This is an optimization exercise on Yosys and OpenROAD, whose aim is small area, a short achievable clock period and few clock cycles per item, not a production implementation.
No functional check of the RTL was part of any run shown here.
Power and IR drop assume default switching activity.

### flow/config.mk
export PLATFORM = sky130hd
export DESIGN_NAME = pe8_feeder
export DESIGN_NICKNAME = pe8_feeder
export VERILOG_FILES = /design/flow/design.v
export SDC_FILE = /design/flow/constraint.sdc
export NUM_CORES = 4
export LEC_CHECK = 0
export CAP_MARGIN = 20
export CORE_MARGIN = 2
export CORE_UTILIZATION = 30
export CTS_CLUSTER_DIAMETER = 100
export CTS_CLUSTER_SIZE = 25
export SETUP_SLACK_MARGIN = 1.95
export SLEW_MARGIN = 50
export TNS_END_PERCENT = 5
### flow/constraint.sdc
create_clock -name core_clock -period 4.0 [get_ports {clk}]
set_input_delay 0.8000 -clock core_clock [delete_from_list [all_inputs] [get_ports {clk}]]
set_output_delay 0.8000 -clock core_clock [all_outputs]
set_load 0.01 [all_outputs]
### flow/design.v
module pe8_feeder #(
  parameter int N      = 32,
  parameter int Q      = 19,
  parameter int E8     = 10,
  parameter int PE_LAT = 3
) (
  input  logic            clk,
  input  logic            rst_n,
  input  logic            i_start,
  input  logic [E8-1:0]   i_cfg_en,
  output logic            o_busy,
  input  logic            i_s_valid,
  output logic            o_s_ready,
  input  logic [N-1:0]    i_s_data,
  input  logic [N-1:0]    i_s_weight,
  output logic [14*N-1:0] o_pe_in,
  output logic [14*N-1:0] o_pe_w,
  output logic [E8-1:0]   o_pe_en,
  input  logic [7*N-1:0]  i_pe_res,
  output logic            o_m_valid,
  input  logic            i_m_ready,
  output logic [N-1:0]    o_m_data,
  output logic            o_m_last,
  output logic            o_done
);
  if (Q >= N || PE_LAT < 1) begin : g_param_check
    $error("pe8_feeder: parameters need Q < N and PE_LAT >= 1");
  end
  logic          r_p_v;             
  logic [E8-1:0] r_p_cfg;
  logic          r_l_v;             
  logic [E8-1:0] r_l_cfg;
  logic [3:0]    r_idx;             
  logic          r_s_ready;
  logic          r_b_v;             
  logic [E8-1:0] r_b_cfg;
  logic          r_pe_on;           
  logic [1:0]    r_bc;              
  logic [E8-1:0] r_pe_en;
  logic          r_done;
  logic [N-1:0]  r_sd [14];
  logic [N-1:0]  r_sw [14];
  logic [N-1:0]  r_bd [3];
  logic [N-1:0]  r_bw [3];
  logic [N-1:0]  r_res0;            
  logic [N-1:0]  r_res5, r_res6;    
  logic          r_v0;              
  logic          r_l0;              
  logic [2:0]    r_seq;             
  logic          r_f13;             
  logic          r_zp;              
  logic          r_lastv;           
  logic w_l_full, w_s_hs, w_last_hs, w_start, w_l_take;
  logic w_b_end, w_b_now, w_b_start, w_b_v_nxt, w_pe_on_nxt, w_l_v_nxt;
  logic [3:0] w_idx_nxt;
  logic w_m_hs, w_cap_full, w_qempty, w_zero_now, w_busy12_nxt, w_busy13_nxt;
  logic          w_s_ready_nxt, w_l_full_nxt;
  logic [2:0]    r_we_b;            
  logic [13:0]   r_we_s;            
  logic          r_zero;            
  logic [N-1:0]  w_zd, w_zw;
  logic r_cap;                      
  logic r_cap_r0;                   
  logic w_hs_adv, w_src, w_load, w_pcap, w_fcap13;
  logic w_v0_nxt, w_l0_nxt, w_f13_nxt, w_qempty_nxt;
  logic [2:0] w_seq_nxt;
  logic [N-1:0] w_src_data;
  assign w_l_full  = r_l_cfg[E8-1];
  assign w_s_hs    = i_s_valid & r_s_ready;
  assign w_last_hs = w_s_hs & (r_idx == (w_l_full ? 4'd7 : 4'd13));
  assign w_start   = i_start & ~r_p_v;
  assign w_l_take  = (~r_l_v | w_last_hs) & (r_p_v | w_start);
  assign w_l_v_nxt = w_l_take | (r_l_v & ~w_last_hs);
  assign w_idx_nxt = w_l_take ? 4'd0 : (w_s_hs ? r_idx + 4'd1 : r_idx);
  assign w_b_end   = r_pe_on & (r_bc == 2'd3);
  assign w_b_now   = w_last_hs & ~r_pe_on &
                     (w_l_full ? (~r_zp | w_zero_now) : w_qempty);
  assign w_b_start = r_b_v & ~r_pe_on &
                     (r_b_cfg[E8-1] ? (~r_zp | w_zero_now) : w_qempty);
  assign w_pe_on_nxt = w_b_now | w_b_start | (r_pe_on & ~w_b_end);
  assign w_b_v_nxt   = w_last_hs | (r_b_v & ~w_b_end);
  assign w_s_ready_nxt = w_l_v_nxt & ((w_idx_nxt < 4'd3) | ~w_b_v_nxt |
                                      (w_pe_on_nxt & r_pe_on & (r_bc == 2'd2))) &
                         ~((w_idx_nxt == 4'd12) & w_busy12_nxt) &
                         ~((w_idx_nxt == 4'd13) & w_busy13_nxt);
  always_ff @(posedge clk or negedge rst_n) begin
    if (!rst_n) begin
      r_p_v     <= 1'b0;
      r_l_v     <= 1'b0;
      r_s_ready <= 1'b0;
      r_b_v     <= 1'b0;
      r_pe_on   <= 1'b0;
      r_v0      <= 1'b0;
      r_seq     <= 3'd0;
      r_f13     <= 1'b0;
      r_zp      <= 1'b0;
      r_lastv   <= 1'b0;
    end else begin
      r_p_v     <= r_p_v ? ~w_l_take : (w_start & ~w_l_take);
      r_l_v     <= w_l_v_nxt;
      r_s_ready <= w_s_ready_nxt;
      r_b_v     <= w_b_v_nxt;
      r_pe_on   <= w_pe_on_nxt;
      r_v0      <= w_v0_nxt;
      r_seq     <= w_seq_nxt;
      r_f13     <= w_f13_nxt;
      r_zp      <= (r_we_s[3] & w_l_full) | (r_zp & ~w_zero_now);
      r_lastv   <= w_v0_nxt & w_l0_nxt;
    end
  end
  always_ff @(posedge clk) begin
    if (!rst_n) begin
      r_pe_en <= {E8{1'b0}};
      r_done  <= 1'b0;
    end else begin
      r_pe_en <= w_b_now ? r_l_cfg : (w_pe_on_nxt ? r_b_cfg : {E8{1'b0}});
      r_done  <= i_m_ready & r_lastv;
    end
  end
  always_ff @(posedge clk) begin
    r_idx <= w_idx_nxt;
    r_bc  <= r_pe_on ? r_bc + 2'd1 : 2'd0;
    if (w_start & ~r_p_v & ~w_l_take) r_p_cfg <= i_cfg_en;
    if (w_l_take) r_l_cfg <= r_p_v ? r_p_cfg : i_cfg_en;
    if (w_last_hs) r_b_cfg <= r_l_cfg;
  end
  assign w_l_full_nxt = w_l_take ? (r_p_v ? r_p_cfg[E8-1] : i_cfg_en[E8-1]) : w_l_full;
  assign w_zd = r_zero ? {N{1'b0}} : i_s_data;
  assign w_zw = r_zero ? {N{1'b0}} : i_s_weight;
  always_ff @(posedge clk) begin
    for (int k = 0; k < 3; k++) r_we_b[k] <= w_l_v_nxt & (w_idx_nxt == 4'(k));
    for (int k = 0; k < 3; k++) r_we_s[k] <= w_s_ready_nxt & (w_idx_nxt == 4'd3);
    for (int k = 3; k < 8; k++) r_we_s[k] <= w_s_ready_nxt & (w_idx_nxt == 4'(k));
    for (int k = 8; k < 12; k++)
      r_we_s[k] <= w_s_ready_nxt & ((w_idx_nxt == 4'(k)) | ((w_idx_nxt == 4'd3) & w_l_full_nxt));
    for (int k = 12; k < 14; k++) r_we_s[k] <= w_s_ready_nxt & (w_idx_nxt == 4'(k));
    r_zero <= (w_idx_nxt == 4'd3);
  end
  always_ff @(posedge clk) begin
    for (int k = 0; k < 3; k++) begin
      if (r_we_b[k]) begin
        r_bd[k] <= i_s_data;
        r_bw[k] <= i_s_weight;
      end
      if (r_we_s[k]) begin
        r_sd[k] <= r_bd[k];
        r_sw[k] <= r_bw[k];
      end
    end
    for (int k = 3; k < 8; k++) begin
      if (r_we_s[k]) begin
        r_sd[k] <= i_s_data;
        r_sw[k] <= i_s_weight;
      end
    end
    for (int k = 8; k < 12; k++) begin
      if (r_we_s[k]) begin
        r_sd[k] <= w_zd;
        r_sw[k] <= w_zw;
      end
    end
    if (w_pcap) begin
      r_sd[12] <= i_pe_res[1*N +: N];
      r_sw[12] <= i_pe_res[2*N +: N];
      r_sd[13] <= i_pe_res[3*N +: N];
      r_sw[13] <= i_pe_res[4*N +: N];
    end else if (w_fcap13) begin
      r_sd[13] <= i_pe_res[N-1:0];
    end else if (w_zero_now) begin
      r_sd[12] <= {N{1'b0}};
      r_sw[12] <= {N{1'b0}};
      r_sd[13] <= {N{1'b0}};
      r_sw[13] <= {N{1'b0}};
    end else begin
      for (int k = 12; k < 14; k++) begin
        if (r_we_s[k]) begin
          r_sd[k] <= i_s_data;
          r_sw[k] <= i_s_weight;
        end
      end
    end
  end
  assign w_cap_full = r_b_cfg[E8-1];
  assign w_m_hs     = r_v0 & i_m_ready;
  assign w_hs_adv   = w_m_hs | ~r_v0;
  assign w_src      = (r_seq != 3'd0) | r_f13;
  assign w_load     = w_hs_adv & w_src;
  assign w_pcap     = r_cap & ~w_cap_full;
  assign w_fcap13   = r_cap & w_cap_full & ~r_cap_r0;
  assign w_qempty   = ~r_v0 & (r_seq == 3'd0) & ~r_f13;
  assign w_seq_nxt  = w_pcap ? 3'd1 :
                      ((w_load & (r_seq != 3'd0)) ? ((r_seq == 3'd6) ? 3'd0 : r_seq + 3'd1) : r_seq);
  assign w_f13_nxt  = w_fcap13 | (r_f13 & ~(w_load & (r_seq == 3'd0)));
  assign w_v0_nxt   = r_cap_r0 | w_load | (r_v0 & ~w_m_hs);
  assign w_l0_nxt   = r_cap_r0 ? w_cap_full :
                      (w_load ? ((r_seq == 3'd6) | (r_seq == 3'd0)) : r_l0);
  assign w_qempty_nxt = ~w_v0_nxt & (w_seq_nxt == 3'd0) & ~w_f13_nxt;
  assign w_busy12_nxt = (w_seq_nxt == 3'd1) | (w_seq_nxt == 3'd2);
  assign w_busy13_nxt = ((w_seq_nxt != 3'd0) & (w_seq_nxt <= 3'd4)) | w_f13_nxt;
  assign w_zero_now   = r_zp & ~w_busy12_nxt & ~w_busy13_nxt;
  always_comb begin
    case (r_seq)
      3'd1:    w_src_data = r_sd[12];
      3'd2:    w_src_data = r_sw[12];
      3'd3:    w_src_data = r_sd[13];
      3'd4:    w_src_data = r_sw[13];
      3'd5:    w_src_data = r_res5;
      3'd6:    w_src_data = r_res6;
      default: w_src_data = r_sd[13];
    endcase
  end
  always_ff @(posedge clk or negedge rst_n) begin
    if (!rst_n) begin
      r_cap    <= 1'b0;
      r_cap_r0 <= 1'b0;
    end else begin
      r_cap    <= r_pe_on & (r_bc == 2'd2);
      r_cap_r0 <= r_pe_on & (r_bc == 2'd2) & (~r_b_cfg[E8-1] | w_qempty_nxt);
    end
  end
  always_ff @(posedge clk) begin
    if (r_cap_r0) r_res0 <= i_pe_res[N-1:0];
    else if (w_load) r_res0 <= w_src_data;
    r_l0 <= w_l0_nxt;
    if (w_pcap) begin
      r_res5 <= i_pe_res[5*N +: N];
      r_res6 <= i_pe_res[6*N +: N];
    end
  end
  for (genvar k = 0; k < 14; k++) begin : g_slot
    assign o_pe_in[k*N +: N] = r_sd[k];
    assign o_pe_w[k*N +: N]  = r_sw[k];
  end
  assign o_busy    = r_p_v;
  assign o_s_ready = r_s_ready;
  assign o_pe_en   = r_pe_en;
  assign o_m_valid = r_v0;
  assign o_m_data  = r_res0;
  assign o_m_last  = r_l0;
  assign o_done    = r_done;
endmodule
### flow/flow/run.sh
#!/bin/bash
# Standard ORFS layout with three changes: the pins of each data bit share a stretch of the die
# edge (flow/io.tcl, run just before pin placement), every port is buffered by buf_2 instead of
# the default delay-cell buffer, and repair may resize across cell footprints.
set -euo pipefail
bash standard.sh finish \
  "PRE_IO_PLACEMENT_TCL=$PWD/flow/io.tcl" \
  "BUFFER_PORTS_ARGS=-buffer_cell sky130_fd_sc_hd__buf_2" \
  MATCH_CELL_FOOTPRINT=0 > flow_make.log 2>&1
### flow/flow/io.tcl
# Pin regions: the pins of each data bit b (i_s_data/i_s_weight[b], o_pe_in/o_pe_w[32*s+b],
# i_pe_res[32*w+b], o_m_data[b]) share one stretch of the die edge, so the registers of that
# bit sit next to their pins. The control pins get a stretch of their own.
set block [ord::get_db_block]
set dbu [[ord::get_db_tech] getDbUnitsPerMicron]
set die [$block getDieArea]
set W [expr {([$die xMax] - [$die xMin]) / double($dbu)}]
set H [expr {([$die yMax] - [$die yMin]) / double($dbu)}]

proc esc {name idx} { return "$name\[$idx\]" }

set groups {}
for {set b 0} {$b < 32} {incr b} {
  set pins {}
  lappend pins [esc i_s_data $b] [esc i_s_weight $b] [esc o_m_data $b]
  for {set s 0} {$s < 14} {incr s} {
    lappend pins [esc o_pe_in [expr {32 * $s + $b}]] [esc o_pe_w [expr {32 * $s + $b}]]
  }
  for {set w 0} {$w < 7} {incr w} { lappend pins [esc i_pe_res [expr {32 * $w + $b}]] }
  lappend groups $pins
}
set ctl {clk rst_n i_start o_busy i_s_valid o_s_ready o_m_valid i_m_ready o_m_last o_done}
for {set i 0} {$i < 10} {incr i} { lappend ctl [esc i_cfg_en $i] [esc o_pe_en $i] }
# control pins in the middle of the sequence, so they sit mid-way along an edge
set order [concat [lrange $groups 0 15] [list $ctl] [lrange $groups 16 31]]

# walk the edges: bottom (left to right), right (bottom to top), top (right to left), left (top to
# bottom); the vertical-layer pins of the bottom and top edges pack closer, so those edges take more
set counts {10 6 10 7}
set margin 4.0
set i 0
for {set side 0} {$side < 4} {incr side} {
  set cnt [lindex $counts $side]
  if {$side == 0 || $side == 2} { set len $W } else { set len $H }
  set step [expr {($len - 2 * $margin) / $cnt}]
  for {set k 0} {$k < $cnt} {incr k} {
    set pins [lindex $order $i]
    set a [expr {$margin + $k * $step}]
    set e [expr {$a + $step}]
    switch $side {
      0 { set reg "bottom:[format %.2f $a]-[format %.2f $e]" }
      1 { set reg "right:[format %.2f $a]-[format %.2f $e]" }
      2 { set reg "top:[format %.2f [expr {$len - $e}]]-[format %.2f [expr {$len - $a}]]" }
      3 { set reg "left:[format %.2f [expr {$len - $e}]]-[format %.2f [expr {$len - $a}]]" }
    }
    set_io_pin_constraint -region $reg -pin_names $pins
    incr i
  }
}
### flow/standard.sh
#!/bin/bash
# synth_recipe.tcl (not shown) runs the flow's synth.tcl, then flattens the netlist and writes it again
# the make line also repeats each setting of config.mk as NAME=value (left out here)
make -C /OpenROAD-flow-scripts/flow DESIGN_CONFIG=/design/flow/config.mk WORK_HOME=/design/flow/orfs CLKGATE_MAP_FILE= SYNTH_SCRIPT=/design/flow/synth_recipe.tcl "${@:-finish}"
==> results of run 1 <==
## through the flow
step / TNS [ns] / hold slack [ns] / std cells
2_1_floorplan: -14.84 / 0.400 / 2236
3_3_place_gp: 0 / 0.400 / 5335
3_5_place_dp: 0 / 0.405 / 5360
4_1_cts: 0 / 0.00682 / 5464
5_1_grt: 0 / 0.0268 / 5468
6_report: 0 / 0.0647 / 5475
## layer usage
metal | routed length (um) | track usage [%]
met5 | 73 | 0
met4 | 3710 | 4.72
met3 | 14000 | 4.85
met2 | 79600 | 35.7
met1 | 57300 | 24.5
## worst register-to-register path, delay by kind of cell, from the launching register on
kind                       cells  cell delay (ns)
adders and majority gates      1             0.22
DFF                            1             0.41
buffers and inverters          4             0.75
and+or+nand+nor                4             0.56
AOI/OAI and AO/OA              4             0.90
## flip-flops by register name, indices dropped and copies added, names as in the netlist, 2 cells and up
name and flops:
r_sd 448, r_sw 448, r_bd 96, r_bw 96, r_res0 32, r_res5 32
r_res6 32, r_we_s 11, r_b_cfg 10, r_l_cfg 10, r_p_cfg 10, r_pe_en 10
r_idx 4, r_seq 3, r_we_b 3, r_bc 2
## where the power goes
group | internal (mW) | total (mW) | switching (mW) | leakage (nW)
Clock | 2.79 | 6.82 | 4.03 | 0.810
Combinational | 3.65 | 11.6 | 7.92 | 7.71
Sequential | 18.5 | 19.8 | 1.37 | 11.5
Total | 24.9 | 38.2 | 13.3 | 20.0
## synthesized netlist by cell type, types with 5 or more instances
cell type	count
nand3_1	73
o22ai_1	18
o31ai_1	18
nor2_1	60
nor4_1	6
a211oi_1	6
a221oi_1	5
nor2b_1	67
inv_1	15
o221ai_1	15
buf_1	13
dfxtp_1	33
nand2b_1	7
edfxtp_1	1214
a21oi_1	109
a22o_1	64
mux2i_1	16
mux2_2	21
a22oi_1	14
clkbuf_1	70
buf_2	13
nor3_1	10
dfrtp_1	14
o21ai_0	82
o2bb2ai_1	6
o21ai_1	17
nand2_1	185
## what timing repair did
action | 4_1_cts | 5_1_grt
setup endpoints to repair | 1211 | 1274
gates cloned | 11 | 0
pin swaps | 6 | 1
setup buffers | 14 | 2
resized for setup | 20 | 4
## layout make-up
cell class	count	share of cell area, %
Antenna cell	9	0.0413
Clock buffer	71	2.83
Clock inverter	8	0.241
Inverter	18	0.142
Multi-Input combinational cell	859	9.41
Sequential cell	1261	68.8
Tap cell	1890	4.33
Timing Repair Buffer	1359	14.2
## how the worst min path moves through the flow
| stage | endpoint | slack, ns |
|---|---|---|
| CTS | r_p_v$_DFF_PN0_ | 0.007 |
| global placement | r_sd[2][6]$_DFFE_PP_ | 0.40 |
| finish | r_p_v$_DFF_PN0_ | 0.06 |
| global route | r_p_v$_DFF_PN0_ | 0.03 |
| floorplan | r_sd[0][0]$_DFFE_PP_ | 0.40 |
| detailed placement | r_sd[0][13]$_DFFE_PP_ | 0.40 |
## placed cells by master (no fill, tap or decap), drive strengths merged, types with 5 or more instances in the layout
master,instances
buf,1350
edfxtp,1214
nand2,185
a21oi,109
o21ai,99
clkbuf,80
nand3,73
nor2b,67
a22o,64
nor2,60
dfxtp,33
mux2,21
inv,21
o31ai,18
o22ai,18
mux2i,16
o221ai,15
a22oi,14
dfrtp,14
nor3,10
diode,9
nor4,7
nand2b,7
a211oi,6
o2bb2ai,6
a221oi,6
clkinv,5
## cells by family after synthesis
family | Yosys count
mux | 37
compound gates | 378
simple gates | 438
flops | 1261
fa+ha+maj | 4
xor+xnor | 2
buf+inv | 116
==> flow_summary.ini, run 1 <==
[outcome]
status = timing/DRC/antenna clean

[sta]
skew_ns = 0.0332
max_slew_margin_pct = 47.7
setup_ws_ns = 0.899
fmax_mhz = 322
slew_viol_final = 0
final-hold-violation-count = 0
period_minus_slack_ns = 3.10
rsz0062_at_grt = yes
post-route-period-util_pct = 77.5
setup_viol = 0
tightest_slew_ns = 0.785

[finish]
ff_latch_area_mm2 = 0.0375
design_area_mm2 = 0.0546
nets = 3865
drive_above_1_share_pct = 41.9
fill_cells = 13100
fin_util_pct = 38.5
syn_to_final_growth_pct = 27.1
multiInputGateArea_mm2 = 0.00513

[clocking]
cts_tree = yes
cts_sinks = 1261
clock_latency_ns = 0.69
cts_buffer_depth = 3
htreeDepth = 2
clock-root-buffer = clkbuf_16
clk_pin_slew_worst_paths_ns = 0.10
postCtsHoldBufs = 0
cts_buffers = 59

[critical_path]
crit_arrival_ns = 3.49
required_ns = 4.39
r2r.worst_path.cells = 13
crit_fanout = 8
r2r_end = r_sw[12][9]$_DFFE_PP_
cp_top_family = compound AO/OA/AOI/OAI gates
crit_type = reg -> reg
cp_cell_sequence = nor2b_1 > buf_4 > o21ai_4 > nand2_2 > a21oi_4 > ha_4 > a2111o_1 > nor4_4 > buf_4 > nor2_4 > a21oi_4 > buf_12 > clkbuf_16
slowest_stage = dfrtp_2
r2r_slack_ns = 0.90
critical_path_buf_inv_count = 4
slowest_delay_ns = 0.41
rr_startpoint = r_v0$_DFF_PN0_
crit_cells = 13
worstSetupStartpoint = r_v0$_DFF_PN0_
start_kind = flip-flop
endpoint = r_sw[12][9]$_DFFE_PP_
cp-end-kind = flip-flop

[synthesis]
synthMuxAreaShare_pct = 0.924
synth_async_sr_flop_share_pct = 1.11
synth-edff-count = 1214
syn-num-nets = 2543
synth_cell_types = 66
synth-seq-area-share_pct = 87.3
synth_top_area_cell = edfxtp_1
yosysWarnings = 5
synth-adder-area-share_pct = 0.117
synth_area_leaders = edfxtp_1 (85%), nand2_1 (1.6%), dfxtp_1 (1.5%)
synth_top_family_by_area = compound AO/OA/AOI/OAI gates
synth_cells = 2236
ys_ff_latch = 1261
synthesis.area_mm2 = 0.0429
synthFlopType = edfxtp_1
synth_compound_area_share_pct = 5.68
synthSimpleGateAreaFrac_pct = 4.85
synthXorXnorAreaFrac_pct = 0.0408
avgSynthCellArea_um2 = 19.2
synth_top_cell_area_share_pct = 84.9

[pwr]
finalPower_mw = 38.2
power.leakage_nw = 20.0
ir_drop_v = 0.000503
cellPowerDensity_mw_per_mm2 = 701

[floorplan]
core_mm2 = 0.142
die-area_mm2 = 0.146
num_io_pins = 1246
die_h_um = 382
std_cell_rows = 138
die_w_um = 382
start_util_pct = 30.3

[place]
routabilityCongestion = 0.827
portBuffers = 1245
pre_cts_ws_ns = 0.262
placedInstanceArea_mm2 = 0.0524
place_hpwl_mm = 109

[global_route]
grt_max_degree = 81
grt_overflow = 0
grt_pass1_wl_mm = 207
antenna_found_initial = 18
grt_pass1_vias = 25400
track_usage_pct = 20.1

[route]
wl_mm = 155
ant_nets = 0
drc = 0
via_per_inst = 4.89
first_pass_iters = 6
drtIter0Drc = 2822
dr_total_vias = 26800
wl_per_cell_um = 28.2

[flow_run]
cap_viol_max_count = 0

[worst_hold_path]
min_path_type = in -> async
==> run 2, diff against run 1 <==
--- a/flow/design.v
+++ b/flow/design.v
@@ -196,6 +196,9 @@
                       (w_load ? ((r_seq == 3'd6) | (r_seq == 3'd0)) : r_l0);
-  assign w_qempty_nxt = ~w_v0_nxt & (w_seq_nxt == 3'd0) & ~w_f13_nxt;
-  assign w_busy12_nxt = (w_seq_nxt == 3'd1) | (w_seq_nxt == 3'd2);
-  assign w_busy13_nxt = ((w_seq_nxt != 3'd0) & (w_seq_nxt <= 3'd4)) | w_f13_nxt;
-  assign w_zero_now   = r_zp & ~w_busy12_nxt & ~w_busy13_nxt;
+  assign w_qempty_nxt = (r_seq == 3'd0) & ~r_f13 & (~r_v0 | i_m_ready);
+  assign w_busy12_nxt = w_pcap | (r_seq == 3'd1) | ((r_seq == 3'd2) & ~w_hs_adv);
+  assign w_busy13_nxt = w_pcap | w_fcap13 | (r_seq == 3'd1) | (r_seq == 3'd2) | (r_seq == 3'd3) |
+                        (((r_seq == 3'd4) | ((r_seq == 3'd0) & r_f13)) & ~w_hs_adv) |
+                        (r_f13 & (r_seq != 3'd0));
+  assign w_zero_now   = r_zp & (((r_seq == 3'd0) | (r_seq == 3'd5) | (r_seq == 3'd6)) & ~r_f13 |
+                                (((r_seq == 3'd4) & ~r_f13) | ((r_seq == 3'd0) & r_f13)) & w_hs_adv);
   always_comb begin
==> run 2 against run 1 <==
Compared with the run above: design area grew 1.8%; critical path depth down 8; cell count shrank 1.1%; wire length grew 2.1%; global-route usage grew 0.21 points; first-iteration DRC count shrank 13%; synthesized cell count down 5.8%; register-to-register slack better by 0.83 ns; setup slack improved by 0.83 ns; synthesized area hardly changed; worst hold slack gained 0.20 ns; core utilization rose by 0.71 points.
==> flow_summary.ini, run 2 <==
[clocking]
cts_buffers = 60
cts_buffer_depth = 3
clock_latency_ns = 0.70
cts_sinks = 1261
htreeDepth = 2
clk_pin_slew_worst_paths_ns = 0.10
cts_tree = yes
clock-root-buffer = clkbuf_16

[critical_path]
start_kind = flip-flop
required_ns = 4.61
crit_fanout = 6
crit_arrival_ns = 2.88
cp_cell_sequence = or4_1 > o221a_1 > a31oi_2 > a21oi_4 > nor4_1
slowest_stage = or4_1
r2r.worst_path.cells = 5
critical_path_buf_inv_count = 0
cp-end-kind = flip-flop
slowest_delay_ns = 0.67
crit_cells = 5
crit_type = reg -> reg
cp_top_family = simple AND/OR/NAND/NOR gates

[synthesis]
synth_cells = 2107
synthesis.area_mm2 = 0.0429
ys_ff_latch = 1261
netlist_top_cells_count = edfxtp_1 (1214), nand2_1 (108), a22o_1 (103)
synth_async_sr_flop_share_pct = 1.11
syn-num-nets = 2414
avgSynthCellArea_um2 = 20.4
synthFlopType = edfxtp_1
yosysWarnings = 5
synth-edff-count = 1214
synth_cell_types = 63
synth_top_area_cell = edfxtp_1
synth_most_common_cell = edfxtp_1
synth_top_cell_area_share_pct = 84.9
synth-seq-area-share_pct = 87.2
synth_area_leaders = edfxtp_1 (85%), a22o_1 (2.1%), dfxtp_1 (1.5%)

[floorplan]
start_util_pct = 30.3
core_mm2 = 0.142
die_w_um = 382
die-area_mm2 = 0.146
die_h_um = 382
std_cell_rows = 138
num_io_pins = 1246

[worst_hold_path]
min_path_type = in -> reg
hold_depth = 1

[route]
first_pass_iters = 5
via_per_inst = 4.84
drtIter0Drc = 2443
ant_nets = 0
wl_mm = 158
dr_total_vias = 26200
drc = 0
wl_per_cell_um = 29.2

[sta]
slew_viol_final = 0
period_minus_slack_ns = 2.27
skew_ns = 0.0358
fmax_mhz = 440
rsz0062_at_grt = yes
final-hold-violation-count = 0
max_slew_margin_pct = 50.1
tns_ns = 0
tightest_slew_ns = 0.749
setup_viol = 0
post-route-period-util_pct = 56.8

[global_route]
grt_pass1_wl_mm = 207
antenna_found_initial = 29
busiest_layer = met2
grt_use_met2_pct = 35.4
grt_pass1_vias = 25100
track_usage_pct = 20.3
met1_usage_pct = 24.9
met3_usage_pct = 5.22
grt_max_degree = 98
grt_overflow = 0

[finish]
nets = 3796
layout_common_cells = buf_2 (1245), edfxtp_1 (1214), nand2_1 (106)
largest_registers = r_sd x448, r_sw x448
design_area_mm2 = 0.0556
drive_above_1_share_pct = 45.6
layout.cells.non_filler = 5416
syn_to_final_growth_pct = 29.4
layout_commonest_cell = buf_2

[place]
routabilityCongestion = 0.799
placedInstanceArea_mm2 = 0.0524
portBuffers = 1245
dp_cells = 5236
place_hpwl_mm = 111

[outcome]
status = timing/DRC/antenna clean

[pwr]
ir_drop_v = 0.000449
cellPowerDensity_mw_per_mm2 = 733
power.leakage_nw = 20.5

[flow_run]
cap_viol_max_count = 0
[run 2: cell types whose count changed after synthesis, sizes merged, moves of 8 or more]
cell,change
a21o,+17
a21oi,-86
a22o,+39
a22oi,-8
clkbuf,-13
mux2,+9
mux2i,+24
nand2,-77
nand2b,+16
nand3,-57
o211ai,+11
o21a,+21
o21ai,-18
o221ai,-15
[run 2: layer usage]
layer,wire [um],vias up
met4,3640,16
met3,13800,199
met1,60100,13600
met5,100,-
li1,-,11000
met2,80300,1350
[run 2: power by group]
group / switching [mW] / internal [mW] / total [mW] / leakage (nW)
logic: 8.83 / 4.46 / 13.3 / 8.15
registers: 1.39 / 19.0 / 20.4 / 11.5
clock network: 4.13 / 2.95 / 7.07 / 0.853
[run 2: cells by family after synthesis]
group	count (synthesis)	share of synthesized area, %
AND/OR/NAND/NOR	316	3.67
AO/OA/AOI/OAI	346	5.82
adder cells (fa/ha/maj)	4	0.117
XOR/XNOR	4	0.0816
flip-flops	1261	87.2
multiplexers	76	2.03
buffers and inverters	100	1.03
[run 2: path summary, 6_finish.rpt]
kind                                       start                    end  slack [ns]
min reg2reg                r_bw[1][27]$_DFFE_PP_  r_sw[1][27]$_DFFE_PP_        0.41
min                                i_pe_res[222]   r_res6[30]$_DFFE_PP_        0.27
max in group asynchronous                  rst_n   r_seq[2]$_DFFE_PN0P_        3.00
max reg2reg                 r_seq[0]$_DFFE_PN0P_  r_pe_en[9]$_SDFF_PN0_        1.73
min in group asynchronous                  rst_n      r_pe_on$_DFF_PN0_        0.60
max                         r_seq[0]$_DFFE_PN0P_  r_pe_en[9]$_SDFF_PN0_        1.73
[run 2: timing repair]
item / 4_1_cts / 5_1_grt
endpoints found under the setup margin: 1272 / 1191
hold buffers: 1 / 0
cloned: 7 / 3
pin swaps: 13 / 6
hold endpoints to repair: 3 / 0
gates resized for setup: 75 / 51
buffers inserted: 47 / 22
[run 2: area by class of cell]
| cell class | count | area [um2] |
|---|---|---|
| sequential | 1261 | 37500 |
| antenna | 16 | 40.0 |
| tap | 1890 | 2360 |
| inverter | 13 | 124 |
| timing repair buffer | 1404 | 8340 |
| multi-input combinational | 748 | 5370 |
| fill | 13000 | 86200 |
| timing repair inverter | 1 | 11.3 |
| clock buffer | 73 | 1590 |
| clock inverter | 10 | 175 |
[run 2: stage by stage]
stage / utilization, % / setup WS [ns] / power [mW] / hold WS (ns)
finish: 39.2 / 1.73 / 40.7 / 0.266
global placement: 36.5 / 0.908 / 31.9 / 0.400
detailed placement: 36.9 / 0.920 / 32.6 / 0.405
global route: 39.2 / 1.67 / 42.1 / 0.209
CTS: 38.8 / 1.76 / 40.5 / 0.194
floorplan: - / 1.02 / 25.5 / 0.400
==> run 3, diff against run 2 <==
--- a/flow/config.mk
+++ b/flow/config.mk
@@ -13,3 +13,2 @@
 export SETUP_SLACK_MARGIN = 1.95
-export SLEW_MARGIN = 50
-export TNS_END_PERCENT = 5
+export SLEW_MARGIN = 20
==> run 3 against run 2 <==
Compared with the run above: still clean; first-iteration DRC count is 6.6% higher; worst hold slack worse by 0.19 ns; critical path depth is 5 higher; non-clock buffer count is 136 higher; die area stayed put; sequential share of layout area is 2.9 points lower; maximum frequency is 1.3% lower.
==> flow_summary.ini, run 3 <==
[place]
routabilityCongestion = 0.803
portBuffers = 1245
place_hpwl_mm = 104

[finish]
drive_above_1_share_pct = 49.3
nets = 3936
layout_common_cells = edfxtp_1 (1214), buf_2 (1094), buf_4 (210)
layout_commonest_cell = edfxtp_1
largest_registers = r_sd x448, r_sw x448
syn_to_final_growth_pct = 35.3

[synthesis]
synthesis.area_mm2 = 0.0429
synthXorXnorAreaFrac_pct = 0.0816
synth_top_family_by_area = compound AO/OA/AOI/OAI gates
synth_compound_area_share_pct = 5.82
synth_top_cell_area_share_pct = 84.9
synth-seq-area-share_pct = 87.2
ys_ff_latch = 1261
avgSynthCellArea_um2 = 20.4
syn-num-nets = 2414
synth_top_area_cell = edfxtp_1
synth_most_common_cell = edfxtp_1
synthFlopType = edfxtp_1
netlist_top_cells_count = edfxtp_1 (1214), nand2_1 (108), a22o_1 (103)
synthMuxAreaShare_pct = 2.03
synth_area_leaders = edfxtp_1 (85%), a22o_1 (2.1%), dfxtp_1 (1.5%)
synth_cell_types = 63
synth_async_sr_flop_share_pct = 1.11
synth_cells = 2107
yosysWarnings = 5
synthSimpleGateAreaFrac_pct = 3.67
synth-adder-area-share_pct = 0.117
synth-edff-count = 1214

[route]
wl_per_cell_um = 30.2
via_per_inst = 4.83
met1_length_mm = 64.4
ant_nets = 0
drc = 0
top_layer_used = met5
dr_total_vias = 26800
first_pass_iters = 5
wl_mm = 167
wl_met3_mm = 14.0
drtIter0Drc = 2604
wl_met2_mm = 85.2

[critical_path]
crit_fanout = 7
crit_type = reg -> reg
cp-end-kind = flip-flop
start_kind = flip-flop
required_ns = 4.44
r2r_slack_ns = 1.70
crit_arrival_ns = 2.74

[sta]
max_slew_margin_pct = 22.0
post-route-period-util_pct = 57.5
period_minus_slack_ns = 2.30
slew_viol_final = 0
tns_ns = 0
tightest_slew_ns = 1.17
skew_ns = 0.0435
final-hold-violation-count = 0
rsz0062_at_grt = yes
setup_viol = 0
fmax_mhz = 435

[global_route]
track_usage_pct = 21.3
grt_overflow = 0
antenna_found_initial = 33
grt_pass1_wl_mm = 215
grt_pass1_vias = 25500
grt_max_degree = 87

[outcome]
status = timing/DRC/antenna clean

[pwr]
cellPowerDensity_mw_per_mm2 = 744
finalPower_mw = 43.2
ir_drop_v = 0.000615
power.leakage_nw = 21.7

[clocking]
cts_tree = yes
cts_buffer_depth = 3
clk_pin_slew_worst_paths_ns = 0.10
clock-root-buffer = clkbuf_16
cts_sinks = 1261
postCtsHoldBufs = 0
clock_latency_ns = 0.70
htreeDepth = 2
cts_buffers = 60

[floorplan]
num_io_pins = 1246
die-area_mm2 = 0.146
core_mm2 = 0.142
std_cell_rows = 138
start_util_pct = 30.3
die_h_um = 382
die_w_um = 382

[worst_hold_path]
min_path_type = in -> async

[flow_run]
cap_viol_max_count = 0
==> run 3: changes by cell type in the layout (fill, tap and decap cells not counted), moves of 8 or more <==
cell     delta
o21ai_2    +31
dfxtp_1    -11
diode_2     -8
buf_4     +127
dfxtp_4    +11
buf_6     +150
o21ai_0    -35
buf_2     -151
==> run 3: repair_timing <==
action,in CTS,in global routing
cloned,18,9
resized for setup,355,225
endpoints found under the setup margin,1267,1108
pin swaps,15,54
buffers inserted,143,85
==> run 3: critical path, stage by stage (launching register included) <==
cell	delay, ns
dfrtp_4	0.55
buf_6	0.16
nor2_4	0.09
nand3b_1	0.20
a21boi_4	0.24
buf_12	0.15
buf_12	0.10
buf_12	0.11
buf_16	0.16
nand2b_4	0.16
a32oi_1	0.09
==> run 3: final timing paths <==
path                                        from                      to  depth (start not counted)
setup / recovery            r_seq[0]$_DFFE_PN0P_  r_sd[13][30]$_DFFE_PP_                         10
hold / removal                             rst_n       r_pe_on$_DFF_PN0_                          1
setup reg to reg            r_seq[0]$_DFFE_PN0P_  r_sd[13][30]$_DFFE_PP_                         10
hold reg to reg            r_bd[0][25]$_DFFE_PP_   r_sd[0][25]$_DFFE_PP_                          0
max in group asynchronous                  rst_n    r_seq[0]$_DFFE_PN0P_                          1
min in group core_clock            i_pe_res[218]    r_res6[26]$_DFFE_PP_                          1
==> run 3: metrics by stage <==
step,std cells,cell area [um2],util [%],hold slack [ns],setup WS [ns]
finish,5548,58100,41.0,0.0784,1.70
global route,5546,58100,41.0,0.0458,1.63
floorplan,2107,43100,-,0.400,1.02
detailed placement,5202,51800,36.5,0.405,0.898
CTS,5446,56400,39.8,0.0127,1.77
global placement,5201,51800,36.5,0.401,0.936
==> run 3: kinds of logic after synthesis <==
logic type	after synthesis
DFF	1261
AOI/OAI and AO/OA	346
and+or+nand+nor	316
buffers and inverters	100
muxes	76
xor gates and xnor gates	4
adders and majority gates	4
==> run 3: final cells by class <==
cell class | count | area [um2]
diodes | 8 | 20.0
well taps | 1890 | 2360
repair inverters | 3 | 27.5
repair buffers | 1540 | 10500
multi-input cells | 750 | 5680
flip-flops and latches | 1261 | 37600
inverters | 13 | 131
clock buffers | 73 | 1590
clock inverters | 10 | 183
fillers | 12800 | 83700
==> run 3: routing by layer <==
metal  vias to the layer above  track usage [%]
li1                      11300                -
met1                     13800             26.1
met2                      1433             37.9
met3                       198             5.12
met4                        20             4.46
met5                         -                0
==> run 3: report_power, final <==
part	total, mW	switching (mW)	internal, mW
Sequential	21.4	2.33	19.0
Combinational	14.8	8.82	5.93
Clock	7.07	4.12	2.95
Total	43.2	15.3	27.9
==> run 4, diff against run 3 <==
--- a/flow/design.v
+++ b/flow/design.v
@@ -61,4 +61,7 @@
   logic [N-1:0]  w_zd, w_zw;
-  logic r_cap;                      
+  logic r_pcap;                     
+  logic r_fcap13;                   
   logic r_cap_r0;                   
+  logic r_za, r_zb;                 
+  logic w_zp_nxt;
   logic w_hs_adv, w_src, w_load, w_pcap, w_fcap13;
@@ -96,2 +99,4 @@
       r_zp      <= 1'b0;
+      r_za      <= 1'b0;
+      r_zb      <= 1'b0;
       r_lastv   <= 1'b0;
@@ -106,3 +111,6 @@
       r_f13     <= w_f13_nxt;
-      r_zp      <= (r_we_s[3] & w_l_full) | (r_zp & ~w_zero_now);
+      r_zp      <= w_zp_nxt;
+      r_za      <= w_zp_nxt & ((w_seq_nxt == 3'd0) | (w_seq_nxt == 3'd5) | (w_seq_nxt == 3'd6)) &
+                   ~w_f13_nxt;
+      r_zb      <= w_zp_nxt & (((w_seq_nxt == 3'd4) & ~w_f13_nxt) | ((w_seq_nxt == 3'd0) & w_f13_nxt));
       r_lastv   <= w_v0_nxt & w_l0_nxt;
@@ -187,4 +195,4 @@
   assign w_load     = w_hs_adv & w_src;
-  assign w_pcap     = r_cap & ~w_cap_full;
-  assign w_fcap13   = r_cap & w_cap_full & ~r_cap_r0;
+  assign w_pcap     = r_pcap;
+  assign w_fcap13   = r_fcap13;
   assign w_qempty   = ~r_v0 & (r_seq == 3'd0) & ~r_f13;
@@ -201,4 +209,4 @@
                         (r_f13 & (r_seq != 3'd0));
-  assign w_zero_now   = r_zp & (((r_seq == 3'd0) | (r_seq == 3'd5) | (r_seq == 3'd6)) & ~r_f13 |
-                                (((r_seq == 3'd4) & ~r_f13) | ((r_seq == 3'd0) & r_f13)) & w_hs_adv);
+  assign w_zero_now   = r_za | (r_zb & w_hs_adv);
+  assign w_zp_nxt     = (r_we_s[3] & w_l_full) | (r_zp & ~w_zero_now);
   always_comb begin
@@ -216,6 +224,8 @@
     if (!rst_n) begin
-      r_cap    <= 1'b0;
+      r_pcap   <= 1'b0;
+      r_fcap13 <= 1'b0;
       r_cap_r0 <= 1'b0;
     end else begin
-      r_cap    <= r_pe_on & (r_bc == 2'd2);
+      r_pcap   <= r_pe_on & (r_bc == 2'd2) & ~r_b_cfg[E8-1];
+      r_fcap13 <= r_pe_on & (r_bc == 2'd2) & r_b_cfg[E8-1] & ~w_qempty_nxt;
       r_cap_r0 <= r_pe_on & (r_bc == 2'd2) & (~r_b_cfg[E8-1] | w_qempty_nxt);
==> run 4 against run 3 <==
Compared with the run above: core utilization decreased by 1.5 points; count of clock-buffer cells in the layout down 2; clock skew fell by 0.0064 ns; design area fell by 4.1%; combinational power shrank 16%; total power decreased by 4.2%; cell count shrank 3.0%; first-iteration DRC count is 11% higher; sequential power is 3% higher; critical path depth fell by 8; critical path type is now reg -> out; largest cell class unchanged.
==> flow_summary.ini, run 4 <==
[synthesis]
yosysWarnings = 5
synth_most_common_cell = edfxtp_1
synthSimpleGateAreaFrac_pct = 3.25
syn-num-nets = 2359
ys_ff_latch = 1264
synth_top_area_cell = edfxtp_1
synthXorXnorAreaFrac_pct = 0.123
synth_area_leaders = edfxtp_1 (86%), dfxtp_1 (1.6%), a22o_1 (1.4%)
synth_cell_types = 74
synth_cells = 2052
synth-adder-area-share_pct = 0.117
synthesis.area_mm2 = 0.0426
synth_async_sr_flop_share_pct = 1.34
synth_top_family_by_area = compound AO/OA/AOI/OAI gates
avgSynthCellArea_um2 = 20.8
synthFlopType = edfxtp_1
synth_top_cell_area_share_pct = 85.6
synth-edff-count = 1214
synth-seq-area-share_pct = 88.1
netlist_top_cells_count = edfxtp_1 (1214), nand2_1 (119), o21ai_0 (85)
synth_compound_area_share_pct = 5.77
synthMuxAreaShare_pct = 1.49

[global_route]
track_usage_pct = 18.7
met1_usage_pct = 22.6
grt_pass1_wl_mm = 193
grt_use_met2_pct = 32.6
grt_pass1_vias = 24500
antenna_found_initial = 22
busiest_layer = met2
grt_max_degree = 81
grt_overflow = 0
met3_usage_pct = 4.82

[route]
via_per_inst = 4.77
wl_per_cell_um = 26.8
drtIter0Drc = 2885
wl_mm = 144
dr_total_vias = 25700
first_pass_iters = 6
drc = 0
ant_nets = 0

[finish]
fin_util_pct = 39.5
largest_registers = r_sd x448, r_sw x448
syn_to_final_growth_pct = 30.8
drive_above_1_share_pct = 47.7
design_area_mm2 = 0.0557
layout_common_cells = edfxtp_1 (1214), buf_2 (1107), buf_4 (151)
layout_commonest_cell = edfxtp_1
nets = 3771

[critical_path]
start_kind = flip-flop
crit_fanout = 2
crit_arrival_ns = 1.36
cp_top_family = flip-flops
crit_type = reg -> out
cp_cell_sequence = buf_12 > buf_6
required_ns = 3.20
r2r.worst_path.cells = 8
r2r_slack_ns = 1.88
slowest_stage = dfrtp_1
r2r_end = r_pe_en[2]$_SDFF_PN0_
critical_path_buf_inv_count = 2
cp-end-kind = primary output
slowest_delay_ns = 0.42
rr_startpoint = r_l_cfg[9]$_DFFE_PP_

[pwr]
clkPwrFrac_pct = 16.2
ir_drop_v = 0.000452
pwr-share-seq_pct = 53.5
intPower_mw = 27.1
power.leakage_nw = 20.6
p_sw_mw = 14.3
sw_frac_of_total_pct = 34.5
p_comb_share_pct = 30.3
finalPower_mw = 41.4
cellPowerDensity_mw_per_mm2 = 742

[sta]
post-route-period-util_pct = 54.1
setup_viol = 0
period_minus_slack_ns = 2.16
slew_viol_final = 0
max_slew_margin_pct = 21.4
skew_ns = 0.0371
tns_ns = 0
tightest_slew_ns = 1.18
final-hold-violation-count = 0
fmax_mhz = 462
rsz0062_at_grt = yes

[place]
placedInstanceArea_mm2 = 0.0516
routabilityCongestion = 0.796
portBuffers = 1245
place_hpwl_mm = 96.1

[floorplan]
start_util_pct = 30.2
die_w_um = 381
die_h_um = 381
num_io_pins = 1246
std_cell_rows = 138
die-area_mm2 = 0.145
core_mm2 = 0.141

[clocking]
clock_latency_ns = 0.69
htreeDepth = 2
cts_buffers = 57
cts_tree = yes
clk_pin_slew_worst_paths_ns = 0.10
postCtsHoldBufs = 0
cts_sinks = 1264
cts_buffer_depth = 3
clock-root-buffer = clkbuf_16

[flow_run]
cap_viol_max_count = 0

[outcome]
status = timing/DRC/antenna clean

[worst_hold_path]
min_path_type = in -> async
## run 4: through the flow
step | std cells | hold WS (ns) | setup slack, ns
2_1_floorplan | 2052 | 0.400 | 1.35
3_3_place_gp | 5157 | 0.400 | 1.26
3_5_place_dp | 5158 | 0.405 | 1.17
4_1_cts | 5320 | 0.0142 | 1.76
5_1_grt | 5375 | 0.0521 | 1.77
6_report | 5383 | 0.0603 | 1.84
## run 4: power groups by stage
stage	combinational (mW)	clock, mW	sequential, mW
CTS	11.8	6.84	22.0
floorplan	2.87	0	23.1
global route	13.2	7.22	22.5
global placement	10.2	0	22.4
finish	12.5	6.70	22.1
detailed placement	10.4	0	22.4
## run 4: cell families after synthesis
group	Yosys count
fa+ha+maj	4
xor+xnor	6
flops	1264
compound gates	326
simple gates	275
mux	58
buf+inv	119
## run 4: layout make-up
class	count	area [um2]
Clock inverter	5	77.6
Multi-Input combinational cell	669	5000
Inverter	38	168
Timing Repair Buffer	1434	8930
Clock buffer	71	1520
Tap cell	1890	2360
Sequential cell	1264	37600
Fill cell	13000	85500
Antenna cell	12	30.0
## run 4: how the worst max path moves through the flow
stage | start | endpoint | slack [ns] | cells after the start
floorplan | r_we_s[3]$_DFF_P_ | r_za$_DFF_PN0_ | 1.35 | 2
global placement | r_seq[2]$_DFF_PN0_ | r_res0[26]$_DFFE_PP_ | 1.26 | 6
detailed placement | r_seq[2]$_DFF_PN0_ | r_res0[26]$_DFFE_PP_ | 1.17 | 6
CTS | r_sw[12][31]$_DFFE_PP_ | o_pe_w[415] | 1.76 | 1
global route | r_sw[12][31]$_DFFE_PP_ | o_pe_w[415] | 1.77 | 1
finish | r_p_v$_DFF_PN0_ | o_busy | 1.84 | 2
## run 4: what timing repair did
item | CTS | global route
endpoints found under the setup margin | 972 | 921
buffers inserted | 86 | 49
cloned | 0 | 2
pin swaps | 7 | 13
gates resized for setup | 228 | 147
## run 4: metal layers
| metal | wire length (um) | share of wire, % |
|---|---|---|
| met5 | 58 | 0.040 |
| met3 | 12900 | 8.9 |
| met1 | 52900 | 37 |
| met4 | 4590 | 3.2 |
| met2 | 73500 | 51 |
==> run 5, diff against run 4 <==
--- a/flow/config.mk
+++ b/flow/config.mk
@@ -13,2 +13,3 @@
 export SETUP_SLACK_MARGIN = 1.95
-export SLEW_MARGIN = 20
+export SLEW_MARGIN = 50
+export TNS_END_PERCENT = 5
==> run 5 against run 4 <==
Compared with the run above: still clean; clock skew increased by 0.0088 ns; die area unchanged; total power decreased by 2.6%; wire length decreased by 0.94%; count of clock-buffer cells in the layout decreased by 2; critical path type is now reg -> reg.
==> flow_summary.ini, run 5 <==
[sta]
rsz0062_at_grt = yes
setup_viol = 0
period_minus_slack_ns = 2.21
post-route-period-util_pct = 55.2
max_slew_margin_pct = 51.5
slew_viol_final = 0
final-hold-violation-count = 0
tns_ns = 0
fmax_mhz = 453
tightest_slew_ns = 0.727
skew_ns = 0.0459

[global_route]
grt_pass1_vias = 24500
grt_overflow = 0
grt_pass1_wl_mm = 192
grt_max_degree = 104
track_usage_pct = 18.7
antenna_found_initial = 17

[finish]
largest_registers = r_sd x448, r_sw x448
nets = 3697
fill_cells = 13100
layout_commonest_cell = buf_2
syn_to_final_growth_pct = 27.5
drive_above_1_share_pct = 45.4
design_area_mm2 = 0.0543
layout_common_cells = buf_2 (1243), edfxtp_1 (1214), nand2_1 (118)

[pwr]
intPower_mw = 26.2
p_comb_share_pct = 30.9
ir_drop_v = 0.000483
power.leakage_nw = 20.0
pwr-share-seq_pct = 52.3
cellPowerDensity_mw_per_mm2 = 741
clkPwrFrac_pct = 16.8
sw_frac_of_total_pct = 34.9
p_sw_mw = 14.1

[critical_path]
crit_arrival_ns = 2.64
r2r.worst_path.cells = 2
crit_fanout = 103
r2r_end = r_sd[13][31]$_DFFE_PP_
r2r_slack_ns = 1.79
cp-end-kind = flip-flop
start_kind = flip-flop
crit_type = reg -> reg
required_ns = 4.44
rr_startpoint = r_pcap$_DFF_PN0_

[synthesis]
netlist_top_cells_count = edfxtp_1 (1214), nand2_1 (119), o21ai_0 (85)
syn-num-nets = 2359
synth_cells = 2052
ys_ff_latch = 1264
synth_top_cell_area_share_pct = 85.6
avgSynthCellArea_um2 = 20.8
synthFlopType = edfxtp_1
synth_top_area_cell = edfxtp_1
synth_cell_types = 74
synth_most_common_cell = edfxtp_1
synth-seq-area-share_pct = 88.1
synth_async_sr_flop_share_pct = 1.34
synth_area_leaders = edfxtp_1 (86%), dfxtp_1 (1.6%), a22o_1 (1.4%)
synthesis.area_mm2 = 0.0426
yosysWarnings = 5
synth-edff-count = 1214

[clocking]
cts_sinks = 1264
cts_buffer_depth = 3
clk_pin_slew_worst_paths_ns = 0.11
cts_buffers = 58
htreeDepth = 2
clock-root-buffer = clkbuf_16
clock_latency_ns = 0.70
cts_tree = yes

[worst_hold_path]
min_path_type = in -> async

[outcome]
status = timing/DRC/antenna clean

[place]
placedInstanceArea_mm2 = 0.0520
place_hpwl_mm = 100
portBuffers = 1245
routabilityCongestion = 0.799

[floorplan]
die_h_um = 381
core_mm2 = 0.141
num_io_pins = 1246
start_util_pct = 30.2
die-area_mm2 = 0.145
std_cell_rows = 138
die_w_um = 381

[route]
ant_nets = 0
dr_total_vias = 25400
drtIter0Drc = 2614
first_pass_iters = 5
via_per_inst = 4.78
wl_mm = 143
drc = 0
wl_per_cell_um = 26.9

[flow_run]
cap_viol_max_count = 0
[run 5: cell counts after synthesis]
No cell type changed its count.
[run 5: area by class of cell]
cell class	instances	area, um2	share of cell area [%]
flip-flops and latches	1264	37600	69.2
clock inverters	10	134	0.246
clock buffers	69	1490	2.75
inverters	38	163	0.299
well taps	1890	2360	4.35
multi-input cells	669	4810	8.85
diodes	10	25.0	0.0460
repair buffers	1359	7740	14.2
[run 5: worst max path at each step]
stage | from | to | slack [ns] | cells past startpoint
3_5_place_dp | r_seq[2]$_DFF_PN0_ | r_res0[30]$_DFFE_PP_ | 1.10 | 5
3_3_place_gp | i_m_ready | r_sw[13][29]$_DFFE_PP_ | 1.02 | 6
2_1_floorplan | r_we_s[3]$_DFF_P_ | r_za$_DFF_PN0_ | 1.35 | 2
4_1_cts | r_p_v$_DFF_PN0_ | o_busy | 1.76 | 1
6_report | r_pcap$_DFF_PN0_ | r_sd[13][31]$_DFFE_PP_ | 1.79 | 2
5_1_grt | r_p_v$_DFF_PN0_ | o_busy | 1.76 | 1
[run 5: metal layers]
layer,up-vias,global-route usage [%],wire (um)
met4,6,5.66,4500
met5,-,0,38
met3,200,4.87,12700
met1,13100,22.5,53200
met2,1340,32.7,72200
li1,10800,-,-
[run 5: power by group through the flow]
stage	clock network, mW	registers, mW	logic [mW]
floorplan	0	23.2	2.79
global placement	0	22.3	10.4
detailed placement	0	21.4	11.9
CTS	6.91	21.1	12.6
global route	7.27	21.4	13.1
finish	6.76	21.1	12.5
[run 5: critical path, cell delays in order (launching register included)]
cell     delay, ns
dfrtp_4       0.86
buf_12        0.39
mux2_2        0.41
[run 5: timing repair]
item                                    4_1_cts  5_1_grt
setup buffers                                37        1
resized for setup                            72        6
cloned                                        4        0
pin swaps                                    11        0
endpoints found under the setup margin     1030     1110
hold buffers                                  0        0
[run 5: through the flow]
stage	utilization (%)	worst slack, ns	instances	power [mW]	hold WS [ns]
2_1_floorplan	-	1.35	2052	26.0	0.400
3_3_place_gp	36.4	1.02	5155	32.6	0.400
3_5_place_dp	36.8	1.10	5178	33.2	0.405
4_1_cts	38.4	1.76	5298	40.6	0.00335
5_1_grt	38.5	1.76	5302	41.8	0.0313
6_report	38.5	1.79	5309	40.3	0.0693
[run 5: kinds of logic after synthesis]
kind of cell / synth area share (%)
multiplexers: 1.49
adder cells (fa/ha/maj): 0.117
buffers and inverters: 1.14
XOR/XNOR: 0.123
AND/OR/NAND/NOR: 3.25
flip-flops: 88.1
AO/OA/AOI/OAI: 5.77
==> run 6, diff against run 5 <==
--- a/flow/design.v
+++ b/flow/design.v
@@ -61,2 +61,3 @@
   logic [N-1:0]  w_zd, w_zw;
+  logic r_cap;                      
   logic r_pcap;                     
@@ -169,9 +170,7 @@
     end
-    if (w_pcap) begin
+    if (r_cap) begin
       r_sd[12] <= i_pe_res[1*N +: N];
       r_sw[12] <= i_pe_res[2*N +: N];
-      r_sd[13] <= i_pe_res[3*N +: N];
+      r_sd[13] <= w_cap_full ? i_pe_res[N-1:0] : i_pe_res[3*N +: N];
       r_sw[13] <= i_pe_res[4*N +: N];
-    end else if (w_fcap13) begin
-      r_sd[13] <= i_pe_res[N-1:0];
     end else if (w_zero_now) begin
@@ -224,2 +223,3 @@
     if (!rst_n) begin
+      r_cap    <= 1'b0;
       r_pcap   <= 1'b0;
@@ -228,2 +228,3 @@
     end else begin
+      r_cap    <= r_pe_on & (r_bc == 2'd2);
       r_pcap   <= r_pe_on & (r_bc == 2'd2) & ~r_b_cfg[E8-1];
@@ -237,3 +238,3 @@
     r_l0 <= w_l0_nxt;
-    if (w_pcap) begin
+    if (r_cap_r0) begin
       r_res5 <= i_pe_res[5*N +: N];
--- a/flow/config.mk
+++ b/flow/config.mk
@@ -13,3 +13,2 @@
 export SETUP_SLACK_MARGIN = 1.95
-export SLEW_MARGIN = 50
-export TNS_END_PERCENT = 5
+export SLEW_MARGIN = 20
==> run 6 against run 5 <==
Compared with the run above: design area rose by 3.9%; clock power fell by 0.9%; synthesized area rose by 0.76%; sequential power fell by 6%; clock skew rose by 0.00052 ns; critical path depth rose by 5; combinational power barely moved; die area rose by 0.75%; maximum frequency rose by 2.3%; wire length rose by 1.6%; critical endpoint is now r_pe_en[9]$_SDFF_PN0_; largest cell class unchanged.
==> flow_summary.ini, run 6 <==
[sta]
tns_ns = 0
final-hold-violation-count = 0
rsz0062_at_grt = yes
fmax_mhz = 464
setup_ws_ns = 1.84
tightest_slew_ns = 1.18
max_slew_margin_pct = 21.6
skew_ns = 0.0464
period_minus_slack_ns = 2.16
setup_viol = 0
post-route-period-util_pct = 53.9
slew_viol_final = 0

[clocking]
cts_buffers = 58
postCtsHoldBufs = 0
htreeDepth = 2
clock-root-buffer = clkbuf_16
cts_buffer_depth = 3
clock_latency_ns = 0.70
cts_tree = yes
cts_sinks = 1265
clk_pin_slew_worst_paths_ns = 0.10

[finish]
fin_util_pct = 39.8
drive_above_1_share_pct = 48.6
syn_to_final_growth_pct = 31.5
fill_cells = 12900
largest_registers = r_sd x448, r_sw x448
nets = 3744
layout_commonest_cell = edfxtp_1
layout_common_cells = edfxtp_1 (1214), buf_2 (1079), buf_6 (175)
layout.cells.non_filler = 5354
design_area_mm2 = 0.0564

[route]
dr_total_vias = 25200
drc = 0
via_per_inst = 4.71
drtIter0Drc = 2193
first_pass_iters = 5
wl_per_cell_um = 27.1
ant_nets = 0
wl_mm = 145

[flow_run]
cap_viol_max_count = 0

[floorplan]
core_mm2 = 0.142
std_cell_rows = 138
start_util_pct = 30.3
die_h_um = 382
num_io_pins = 1246
die_w_um = 382
die-area_mm2 = 0.146

[synthesis]
netlist_top_cells_count = edfxtp_1 (1214), a22o_1 (128), nand2_1 (81)
synth_area_leaders = edfxtp_1 (85%), a22o_1 (2.6%), mux2i_1 (1.8%)
synthFlopType = edfxtp_1
ys_ff_latch = 1265
synth_top_cell_area_share_pct = 84.9
yosysWarnings = 5
synth_top_area_cell = edfxtp_1
syn-num-nets = 2307
synthesis.area_mm2 = 0.0429
synth-seq-area-share_pct = 87.5
synth_cells = 2000
avgSynthCellArea_um2 = 21.5
synth-edff-count = 1214
synth_cell_types = 58
synth_most_common_cell = edfxtp_1
synth_async_sr_flop_share_pct = 1.42

[critical_path]
crit_type = reg -> reg
crit_fanout = 5
cp-end-kind = flip-flop
required_ns = 4.59
start_kind = flip-flop
crit_arrival_ns = 2.75

[pwr]
power.leakage_nw = 20.9
cellPowerDensity_mw_per_mm2 = 691
ir_drop_v = 0.000537

[global_route]
track_usage_pct = 18.3
grt_pass1_vias = 24300
grt_pass1_wl_mm = 190
grt_overflow = 0
grt_max_degree = 74
antenna_found_initial = 21

[place]
dp_cells = 5096
pre_cts_ws_ns = 1.08
placedInstanceArea_mm2 = 0.0518
portBuffers = 1245
place_hpwl_mm = 93.7
routabilityCongestion = 0.809

[outcome]
status = timing/DRC/antenna clean

[worst_hold_path]
min_path_type = in -> async
-- run 6: changes by cell type in the layout (fill, tap and decap cells not counted), sizes merged, moves of 22 or more --
cell / before / now
nand2: 121 / 81
a221oi: 31 / 0
buf: 1354 / 1441
a32oi: 24 / 0
mux2i: 13 / 76
inv: 41 / 19
a22o: 67 / 128
mux4: 0 / 28
a22oi: 48 / 0
-- run 6: report_power, final --
part	total (mW)	leakage, nW	internal [mW]	switching, mW
clock network	6.70	0.779	2.69	4.01
logic	12.4	8.61	5.23	7.12
registers	19.9	11.6	18.2	1.79
total	39.0	20.9	26.1	12.9
-- run 6: cell type report --
cell class / instances / area (um2) / area share [%]
Multi-Input combinational cell: 646 / 5330 / 9.45
Timing Repair Buffer: 1449 / 9360 / 16.6
Clock buffer: 69 / 1490 / 2.64
Sequential cell: 1265 / 37700 / 66.7
Antenna cell: 10 / 25.0 / 0.0443
Tap cell: 1890 / 2360 / 4.19
Clock inverter: 8 / 109 / 0.193
Inverter: 17 / 78.8 / 0.140
-- run 6: logic make-up after synthesis --
group / synth area share, %
compound gates: 4.29
flops: 87.5
simple gates: 2.63
xor+xnor: 0.122
buf+inv: 0.895
fa+ha+maj: 0.117
mux: 4.45
-- run 6: layer usage --
layer	global-route usage, %	vias to the layer above	share of wire (%)
met5	0	-	0.026
met4	4.42	6	2.2
met3	4.37	160	8.5
met2	32.1	1218	51
met1	22.7	13100	38
li1	-	10800	-
-- run 6: through the flow --
stage	power, mW	hold WS, ns
3_3_place_gp	29.4	0.400
3_5_place_dp	29.6	0.405
4_1_cts	38.1	0.0204
5_1_grt	40.5	0.0503
2_1_floorplan	24.4	0.400
6_report	39.0	0.0825
-- run 6: worst max-delay path, cell delays in order (launching register included) --
cell and delay (ns):
dfrtp_4 0.49, or4_4 0.60, nor3_4 0.14, a21oi_2 0.05
or3_4 0.39, clkbuf_16 0.18, mux2i_2 0.16, nor2_1 0.05
-- run 6: repair_timing --
action                      CTS  global route
cloned                        9             6
pin swaps                     8            15
setup buffers               106            50
setup endpoints to repair  1095           968
resized for setup           272           150
-- run 6: worst paths after layout --
kind	start	to	slack, ns	cells after the start
max reg2reg	r_seq[2]$_DFF_PN0_	r_pe_en[9]$_SDFF_PN0_	1.84	7
min reg2reg	r_bw[1][5]$_DFFE_PP_	r_sw[1][5]$_DFFE_PP_	0.40	0
min	rst_n	r_p_v$_DFF_PN0_	0.08	1
max	r_seq[2]$_DFF_PN0_	r_pe_en[9]$_SDFF_PN0_	1.84	7
max in group asynchronous	rst_n	r_s_ready$_DFF_PN0_	3.50	1
min in group core_clock	i_pe_res[161]	r_res5[1]$_DFFE_PP_	0.27	1
==> run 7, diff against run 6 <==
--- a/flow/config.mk
+++ b/flow/config.mk
@@ -13,2 +13,3 @@
 export SETUP_SLACK_MARGIN = 1.95
-export SLEW_MARGIN = 20
+export SLEW_MARGIN = 50
+export TNS_END_PERCENT = 5
==> run 7 against run 6 <==
Compared with the run above: register-to-register slack worse by 0.07 ns; non-clock buffer count decreased by 114; clock power hardly changed; wire length decreased by 5.6%; cell count decreased by 2.3%; still clean.
==> flow_summary.ini, run 7 <==
[pwr]
finalPower_mw = 36.9
intPower_mw = 24.7
p_comb_share_pct = 29.2
clkPwrFrac_pct = 18.2
power.leakage_nw = 20.0
pwr-share-seq_pct = 52.6
cellPowerDensity_mw_per_mm2 = 678
sw_frac_of_total_pct = 33.1
p_sw_mw = 12.2
ir_drop_v = 0.000461

[critical_path]
cp_cell_sequence = or4_4 > nor3_2 > a21oi_1 > or3b_4 > a31o_4 > nor2_1
r2r_end = r_pe_en[6]$_SDFF_PN0_
crit_arrival_ns = 2.84
slowest_delay_ns = 0.60
required_ns = 4.61
rr_startpoint = r_seq[1]$_DFF_PN0_
slowest_stage = or4_4
r2r.worst_path.cells = 6
crit_fanout = 5
start_kind = flip-flop
worstSetupStartpoint = r_seq[1]$_DFF_PN0_
crit_type = reg -> reg
cp-end-kind = flip-flop
r2r_slack_ns = 1.77

[clocking]
clock_latency_ns = 0.67
cts_buffer_depth = 3
clock-root-buffer = clkbuf_16
htreeDepth = 2
cts_tree = yes
clk_pin_slew_worst_paths_ns = 0.10
postCtsHoldBufs = 0
cts_sinks = 1265
cts_buffers = 58

[outcome]
status = timing/DRC/antenna clean

[floorplan]
die_h_um = 382
std_cell_rows = 138
die_w_um = 382
core_mm2 = 0.142
start_util_pct = 30.3
num_io_pins = 1246
die-area_mm2 = 0.146

[sta]
skew_ns = 0.0354
setup_viol = 0
slew_viol_final = 0
max_slew_margin_pct = 52.1
rsz0062_at_grt = yes
final-hold-violation-count = 0
tns_ns = 0
tightest_slew_ns = 0.718
post-route-period-util_pct = 55.7
fmax_mhz = 448
period_minus_slack_ns = 2.23

[synthesis]
synth_cell_types = 58
synthFlopType = edfxtp_1
netlist_top_cells_count = edfxtp_1 (1214), a22o_1 (128), nand2_1 (81)
syn-num-nets = 2307
synth_async_sr_flop_share_pct = 1.42
synthesis.area_mm2 = 0.0429
yosysWarnings = 5
avgSynthCellArea_um2 = 21.5
synth_top_area_cell = edfxtp_1
synth_top_cell_area_share_pct = 84.9
synth_cells = 2000
ys_ff_latch = 1265
synth_area_leaders = edfxtp_1 (85%), a22o_1 (2.6%), mux2i_1 (1.8%)
synth_most_common_cell = edfxtp_1
synth-edff-count = 1214
synth-seq-area-share_pct = 87.5

[worst_hold_path]
min_path_type = in -> async

[route]
ant_nets = 0
wl_per_cell_um = 26.1
first_pass_iters = 5
via_per_inst = 4.71
wl_mm = 137
drc = 0
drtIter0Drc = 1981
dr_total_vias = 24600

[place]
routabilityCongestion = 0.837
place_hpwl_mm = 98.4
portBuffers = 1245

[global_route]
antenna_found_initial = 10
grt_overflow = 0
grt_pass1_wl_mm = 184
grt_pass1_vias = 24000
grt_max_degree = 129
track_usage_pct = 17.5

[finish]
largest_registers = r_sd x448, r_sw x448
layout_common_cells = buf_2 (1243), edfxtp_1 (1214), a22o_1 (128)
nets = 3627
layout_commonest_cell = buf_2
drive_above_1_share_pct = 45.7
syn_to_final_growth_pct = 26.6

[flow_run]
cap_viol_max_count = 0
## run 7: metrics by stage
stage / util (%) / std cells / hold WS [ns] / instance area [um2] / setup WS (ns)
finish: 38.3 / 5230 / 0.0752 / 54400 / 1.77
global route: 38.3 / 5229 / 0.0672 / 54400 / 1.67
CTS: 38.2 / 5216 / 0.0291 / 54100 / 1.78
detailed placement: 36.8 / 5121 / 0.405 / 52200 / 0.971
global placement: 36.4 / 5095 / 0.400 / 51700 / 0.983
floorplan: - / 2000 / 0.400 / 43000 / 1.11
## run 7: area by class of cell
class | count | area (um2)
Inverter | 17 | 66.3
Timing Repair Buffer | 1335 | 7520
Fill cell | 13100 | 87400
Clock inverter | 5 | 82.6
Sequential cell | 1265 | 37600
Clock buffer | 71 | 1530
Multi-Input combinational cell | 643 | 5140
Antenna cell | 4 | 10.0
Tap cell | 1890 | 2360
## run 7: kinds of logic after synthesis
family | synth area share [%]
compound gates | 4.29
simple gates | 2.63
xor+xnor | 0.122
buf+inv | 0.895
fa+ha+maj | 0.117
mux | 4.45
flops | 87.5
## run 7: worst max path at each step
stage | to | cells past startpoint
floorplan | r_za$_DFF_PN0_ | 2
global placement | r_pe_en[3]$_SDFF_PN0_ | 7
detailed placement | r_pe_en[9]$_SDFF_PN0_ | 7
CTS | r_pe_en[6]$_SDFF_PN0_ | 7
global route | r_pe_en[6]$_SDFF_PN0_ | 7
finish | r_pe_en[6]$_SDFF_PN0_ | 6
## run 7: power groups by stage
stage / Clock (mW) / Combinational [mW] / Sequential (mW)
after detailed placement: 0 / 10.2 / 19.8
after CTS: 6.85 / 10.5 / 19.4
after global routing: 7.24 / 11.5 / 19.6
after floorplan: 0 / 3.55 / 20.8
after global placement: 0 / 9.18 / 20.2
final: 6.71 / 10.8 / 19.4
## run 7: critical path: cells and delay by family, from the launching register on
kind | cells | cell delay (ns)
DFF | 1 | 0.53
and+or+nand+nor | 4 | 1.30
AOI/OAI and AO/OA | 2 | 0.33
## run 7: per-layer routing
layer / track usage (%) / share of wire, % / vias up
met5: 0 / 0 / -
met2: 31.2 / 52 / 1129
met3: 4.20 / 7.6 / 162
met1: 21.2 / 38 / 12800
li1: - / - / 10500
met4: 4.28 / 2.3 / 0
## run 7: repair_timing
item	in CTS	in global routing
cloned	2	3
setup endpoints to repair	1005	952
resized for setup	29	13
setup buffers	17	5
pin swaps	5	2
endpoints found under the hold margin	0	0

static timing again, ports no longer ideal:
Ports are ideal in the flow. The routed layouts listed here were re-timed in OpenROAD. Step 1 assumes that a clkbuf_16 drives the clock port and a buf_2 every other input. Step 2 also shifts input and output timing later by t, the mid clock arrival at the registers, as if the neighbouring blocks saw the same clock. a / b / c = ideal / step 1 / step 2; a / b = the first two.
run	shift t [ns]	slack for setup (ns)	slew at the worst register clock pin (ns)	worst slew at a driven data input, ns
run 1	0.750	0.899 / 0.899 / 0.375	0.11 / 0.11	0.13
run 2	0.764	1.730 / 1.724 / 1.245	0.11 / 0.11	0.13
run 3	0.766	1.699 / 1.699 / 1.249	0.10 / 0.10	0.13
run 4	0.752	1.838 / 1.754 / 1.291	0.10 / 0.10	0.13
run 5	0.762	1.793 / 1.748 / 1.363	0.11 / 0.11	0.11
run 6	0.760	1.843 / 1.764 / 1.499	0.10 / 0.10	0.13
run 7	0.738	1.770 / 1.769 / 1.269	0.11 / 0.11	0.12
After both steps every run listed still meets setup and hold. For run 4, which loses most, drivers alone change the setup slack by -0.084 ns; drivers and shift together by -0.547 ns.
